What follows belongs to an exercise in optimizing a design on an open flow for small area; a production flow would make more cautious choices. The RTL was checked by simulation tests, not by an equivalence proof against the original design. No activity file was given, so power comes from the tool's default toggle rates. No driver is modelled on the clock port, so clocking that relies on it looks cheaper here than on a real chip.

Design systolic_feeder, start of the top module:
module systolic_feeder #(
  parameter int NUM_SIZE     = 16,
  parameter int GRID_SIZE    = 2,
  parameter int BUFFER_LEN   = 32,
  parameter int ADDRESS_LEN  = 5,
  parameter int DRAIN_CYCLES = 3,
  localparam int CHAN_W      = (GRID_SIZE > 1) ? $clog2(GRID_SIZE) : 1
) (
  input  logic                          clk,
  input  logic                          rst,
  input  logic                          wr_en,
  input  logic                          wr_sel,
  input  logic [CHAN_W-1:0]             wr_chan,
  input  logic [ADDRESS_LEN-1:0]        wr_addr,
  input  logic [NUM_SIZE-1:0]           wr_data,
  input  logic [ADDRESS_LEN:0]          len,
  input  logic                          start,
  output logic [NUM_SIZE*GRID_SIZE-1:0] north_input,
  output logic [NUM_SIZE*GRID_SIZE-1:0] west_input,
  output logic                          ce,
  output logic                          busy,
  output logic                          done
);
Size: about 5700 cells after synthesis, roughly 2100 flip-flops, roughly 0.072 mm2 of cells after synthesis.
Settings: LEC_CHECK=0, CAP_MARGIN=20, CORE_MARGIN=2, CORE_UTILIZATION=60, CTS_BUF_LIST=sky130_fd_sc_hd__clkbuf_16, CTS_CLUSTER_DIAMETER=70, CTS_CLUSTER_SIZE=24, SLEW_MARGIN=20, SYNTH_HIERARCHICAL=1; clock period 7.0 ns.
run.sh (not shown) runs the stock make flow with config.mk's settings and CLKGATE_MAP_FILE= SYNTH_SCRIPT=/design/flow/synth_recipe.tcl, a recipe that flattens the netlist after the stock synthesis.
The starting point finished with timing, DRC and antenna clean.
Edit:
==> flow/flow/run.sh (new file) <==
#!/bin/bash
set -o pipefail
export CTS_ARGS="-sink_clustering_enable -repair_clock_nets -dont_use_dummy_load"
bash standard.sh > standard_flow.log 2>&1
==> flow/standard.sh (new file) <==
#!/bin/bash
# synth_recipe.tcl (not shown) runs the flow's synth.tcl, then flattens the netlist and writes it again
# the make line also repeats each setting of config.mk as NAME=value (left out here)
make -C /OpenROAD-flow-scripts/flow DESIGN_CONFIG=/design/flow/config.mk WORK_HOME=/design/flow/orfs CLKGATE_MAP_FILE= SYNTH_SCRIPT=/design/flow/synth_recipe.tcl "${@:-finish}"
CORE_UTILIZATION = 40   (was 60)
CTS_BUF_LIST = unset   (was sky130_fd_sc_hd__clkbuf_16)
CTS_CLUSTER_DIAMETER = unset   (was 70)
CTS_CLUSTER_SIZE = unset   (was 24)
removed: flow/run.sh
=> The changed run finished with timing, DRC and antenna clean. Combinational power went up by about 5%. Clock skew increases by 0.052 ns. Clock power is higher by 31%. Power went up by 11%.
Edit:
==> flow/flow/run.sh (replaced) <==
#!/bin/bash
set -o pipefail
export CTS_ARGS="-sink_clustering_enable -repair_clock_nets -dont_use_dummy_load -buf_list sky130_fd_sc_hd__clkbuf_16 -sink_clustering_size 24 -sink_clustering_max_diameter 70"
export BUFFER_PORTS_ARGS="-buffer_cell sky130_fd_sc_hd__buf_1"
bash standard.sh > standard_flow.log 2>&1
CORE_UTILIZATION = 60   (was 40)
CTS_BUF_LIST = sky130_fd_sc_hd__clkbuf_16   (was unset)
CTS_CLUSTER_DIAMETER = 70   (was unset)
CTS_CLUSTER_SIZE = 24   (was unset)
Outcome: The changed run ran to the end with no violations. Area after synthesis stays the same. Sequential share of layout area came out higher by 2.6 points. Routed wire length fell by about 10%. Critical path depth goes down by 1. Via count falls by 0.62%.

---

Another version of the RTL of systolic_feeder (not shown whole).
Size in the first run: roughly 2100 flip-flops, ~100 I/O pins, about 73000 sq um of cells after synthesis.
==> flow/design.v (excerpt) <==
module systolic_feeder #(
  parameter int NUM_SIZE     = 16,
  parameter int GRID_SIZE    = 2,
  parameter int BUFFER_LEN   = 32,
  parameter int ADDRESS_LEN  = 5,
  parameter int DRAIN_CYCLES = 3,
  localparam int CHAN_W      = (GRID_SIZE > 1) ? $clog2(GRID_SIZE) : 1
) (
  input  logic                          clk,
  input  logic                          rst,
  input  logic                          wr_en,
  input  logic                          wr_sel,
  input  logic [CHAN_W-1:0]             wr_chan,
  input  logic [ADDRESS_LEN-1:0]        wr_addr,
  input  logic [NUM_SIZE-1:0]           wr_data,
  input  logic [ADDRESS_LEN:0]          len,
  input  logic                          start,
  output logic [NUM_SIZE*GRID_SIZE-1:0] north_input,
  output logic [NUM_SIZE*GRID_SIZE-1:0] west_input,
  output logic                          ce,
  output logic                          busy,
  output logic                          done
);
Settings: LEC_CHECK=0, CAP_MARGIN=5, CORE_MARGIN=2, CORE_UTILIZATION=70, SLEW_MARGIN=5, SYNTH_HIERARCHICAL=1; clock period 7.0 ns.
standard.sh (not shown) runs the stock make flow with config.mk's settings and CLKGATE_MAP_FILE= SYNTH_SCRIPT=/design/flow/synth_recipe.tcl, a recipe that flattens the netlist after the stock synthesis.
==> flow/flow/run.sh <==
#!/bin/bash
set -o pipefail
export CTS_ARGS="-sink_clustering_enable -repair_clock_nets -dont_use_dummy_load -buf_list sky130_fd_sc_hd__clkbuf_16 -sink_clustering_size 26 -sink_clustering_max_diameter 75"
export BUFFER_PORTS_ARGS="-buffer_cell sky130_fd_sc_hd__buf_1"
bash standard.sh > standard_flow.log 2>&1
Change:
==> flow/flow/run.sh (replaced) <==
#!/bin/bash
set -o pipefail
export CTS_ARGS="-sink_clustering_enable -repair_clock_nets -dont_use_dummy_load -buf_list sky130_fd_sc_hd__clkbuf_16 -sink_clustering_size 24 -sink_clustering_max_diameter 70"
export BUFFER_PORTS_ARGS="-buffer_cell sky130_fd_sc_hd__buf_1"
bash standard.sh > standard_flow.log 2>&1
- CAP_MARGIN: 5 -> 20
- CORE_UTILIZATION: 70 -> 60
- CTS_BUF_LIST: default -> sky130_fd_sc_hd__clkbuf_16
- CTS_CLUSTER_DIAMETER: default -> 70
- CTS_CLUSTER_SIZE: default -> 24
- SLEW_MARGIN: 5 -> 20
Result: The changed run went through all stages and came out clean; count of clock-buffer cells in the layout climbs by 22; power climbs by about 3.6%; cell count climbs by about 3.6%; routed wire length climbs by 3.4%; maximum frequency drops by about 1.1%; first-iteration DRC count drops by about 14%; area after synthesis is unchanged; combinational power climbs by about 4%; synthesized cell count is unchanged; non-clock buffer count drops by 7.

---

== wip/indigo ==
systolic_feeder, a different RTL version from the one above (not shown whole).
Size: roughly 5,700 cells after synthesis, roughly 2,100 flip-flops, about 72,000 um2 of cells after synthesis.
clock: 7.0 ns
lec_check: 0
cap_margin: 20
core_margin: 2
core_utilization: 40
slew_margin: 20
synth_hierarchical: 1
run.sh (not shown) runs the stock make flow with config.mk's settings and CLKGATE_MAP_FILE= SYNTH_SCRIPT=/design/flow/synth_recipe.tcl, a recipe that flattens the netlist after the stock synthesis.
Stock flow here: none of the scripts above is used.
Setup changes, wip/indigo to wip/juniper
- putting CTS_BUF_LIST at sky130_fd_sc_hd__clkbuf_4 sky130_fd_sc_hd__clkbuf_8 where nothing was set
- swapping 40 for 60 in CORE_UTILIZATION
- putting CTS_CLUSTER_SIZE at 20 where nothing was set
--- outcome ---
- wip/juniper has area of the die below what wip/indigo had.
- wip/indigo consumes more power than wip/juniper.
- north_reg[13] as the end point of the critical path was reported by wip/juniper, and west_reg[4] by wip/indigo.
- Comparing wip/juniper and wip/indigo, the higher routed wire length was measured on wip/indigo.

---

RTL: one of the versions met above, not the one the previous note started from.
Size in the first run: ~5800 cells after synthesis, about 2100 flip-flops, roughly 100 I/O pins, ~0.073 mm2 of cells after synthesis.
Settings: LEC_CHECK=0, CAP_MARGIN=5, CORE_MARGIN=2, CORE_UTILIZATION=70, SLEW_MARGIN=5, SYNTH_HIERARCHICAL=1; clock period 7.0 ns.
standard.sh (not shown) runs the stock make flow with config.mk's settings and CLKGATE_MAP_FILE= SYNTH_SCRIPT=/design/flow/synth_recipe.tcl, a recipe that flattens the netlist after the stock synthesis.
==> flow/flow/run.sh <==
#!/bin/bash
set -o pipefail
export CTS_ARGS="-sink_clustering_enable -repair_clock_nets -dont_use_dummy_load -buf_list sky130_fd_sc_hd__clkbuf_16 -sink_clustering_size 30 -sink_clustering_max_diameter 85"
export BUFFER_PORTS_ARGS="-buffer_cell sky130_fd_sc_hd__buf_1"
bash standard.sh > standard_flow.log 2>&1
The baseline ran to the end with violations: max-capacitance violations, max-slew violations.
Then changed:
--- a/flow/config.mk
+++ b/flow/config.mk
@@ -8,5 +8,5 @@
 export CAP_MARGIN = 5
 export CORE_MARGIN = 2
-export CORE_UTILIZATION = 70
+export CORE_UTILIZATION = 60
 export SLEW_MARGIN = 5
 export SYNTH_HIERARCHICAL = 1
=>
- Now the flow ran to the end with no violations
- fmax increases by 0.68%
- final cell count increases by about 3%
- power increases by 0.73%
- global-route usage decreases by 5.6 points
Then changed:
==> flow/flow/run.sh (replaced) <==
#!/bin/bash
set -o pipefail
export CTS_ARGS="-sink_clustering_enable -repair_clock_nets -dont_use_dummy_load -buf_list sky130_fd_sc_hd__clkbuf_16 -sink_clustering_size 26 -sink_clustering_max_diameter 75"
export BUFFER_PORTS_ARGS="-buffer_cell sky130_fd_sc_hd__buf_1"
bash standard.sh > standard_flow.log 2>&1
=> The changed run ran to the end with no violations. Critical path depth is unchanged. Sequential power stays flat. Global-route usage increases by 0.16 points. Utilization increases by 0.42 points. Design area increases by about 0.64%. Combinational power stays flat. Non-clock buffer count does not change. First-iteration DRC count decreases by 5.0%.

-- port drivers added, routing unchanged --
The flow's constraints put no driver on any port. The routed layouts listed below were extracted and timed again, unchanged, in two steps. Step 1 assumes that a clkbuf_16 drives the clock port and a buf_2 every other input. Step 2 times the ports against the registers' clock, not the clock port: input delays grow and output delays shrink by t, the midpoint of the rising clock arrivals with the driver on. a / b / c = ideal / step 1 / step 2; a / b = the first two.
run	shift t [ns]	slack for setup (ns)	hold WS [ns]	worst register clock-pin slew, ns
the first run of note 1	0.840	2.060 / 2.108 / 1.268	0.473 / 0.473 / 0.473	0.10 / 0.10
the second run of note 1	0.900	1.972 / 2.029 / 1.129	0.466 / 0.466 / 0.466	0.07 / 0.07
the third run of note 1	0.807	2.033 / 2.033 / 1.779	0.473 / 0.473 / 0.473	0.10 / 0.10
the first run of note 2	0.794	2.389 / 2.410 / 1.616	0.479 / 0.479 / 0.479	0.11 / 0.11
the second run of note 2	0.837	2.338 / 2.395 / 1.558	0.473 / 0.473 / 0.473	0.10 / 0.10
wip/indigo	0.938	2.275 / 2.332 / 1.394	0.467 / 0.467 / 0.467	0.07 / 0.07
wip/juniper	1.099	2.438 / 2.438 / 1.412	0.469 / 0.469 / 0.469	0.07 / 0.07
the first run of note 4	0.784	2.315 / 2.333 / 1.549	0.480 / 0.480 / 0.480	0.12 / 0.12
the second run of note 4	0.785	2.347 / 2.407 / 1.621	0.477 / 0.477 / 0.477	0.12 / 0.12
the third run of note 4	0.819	2.344 / 2.403 / 1.584	0.473 / 0.473 / 0.473	0.11 / 0.11
The setup slack of wip/juniper, which loses most, moves by 0.000 ns with the drivers and by -1.026 ns with both steps.
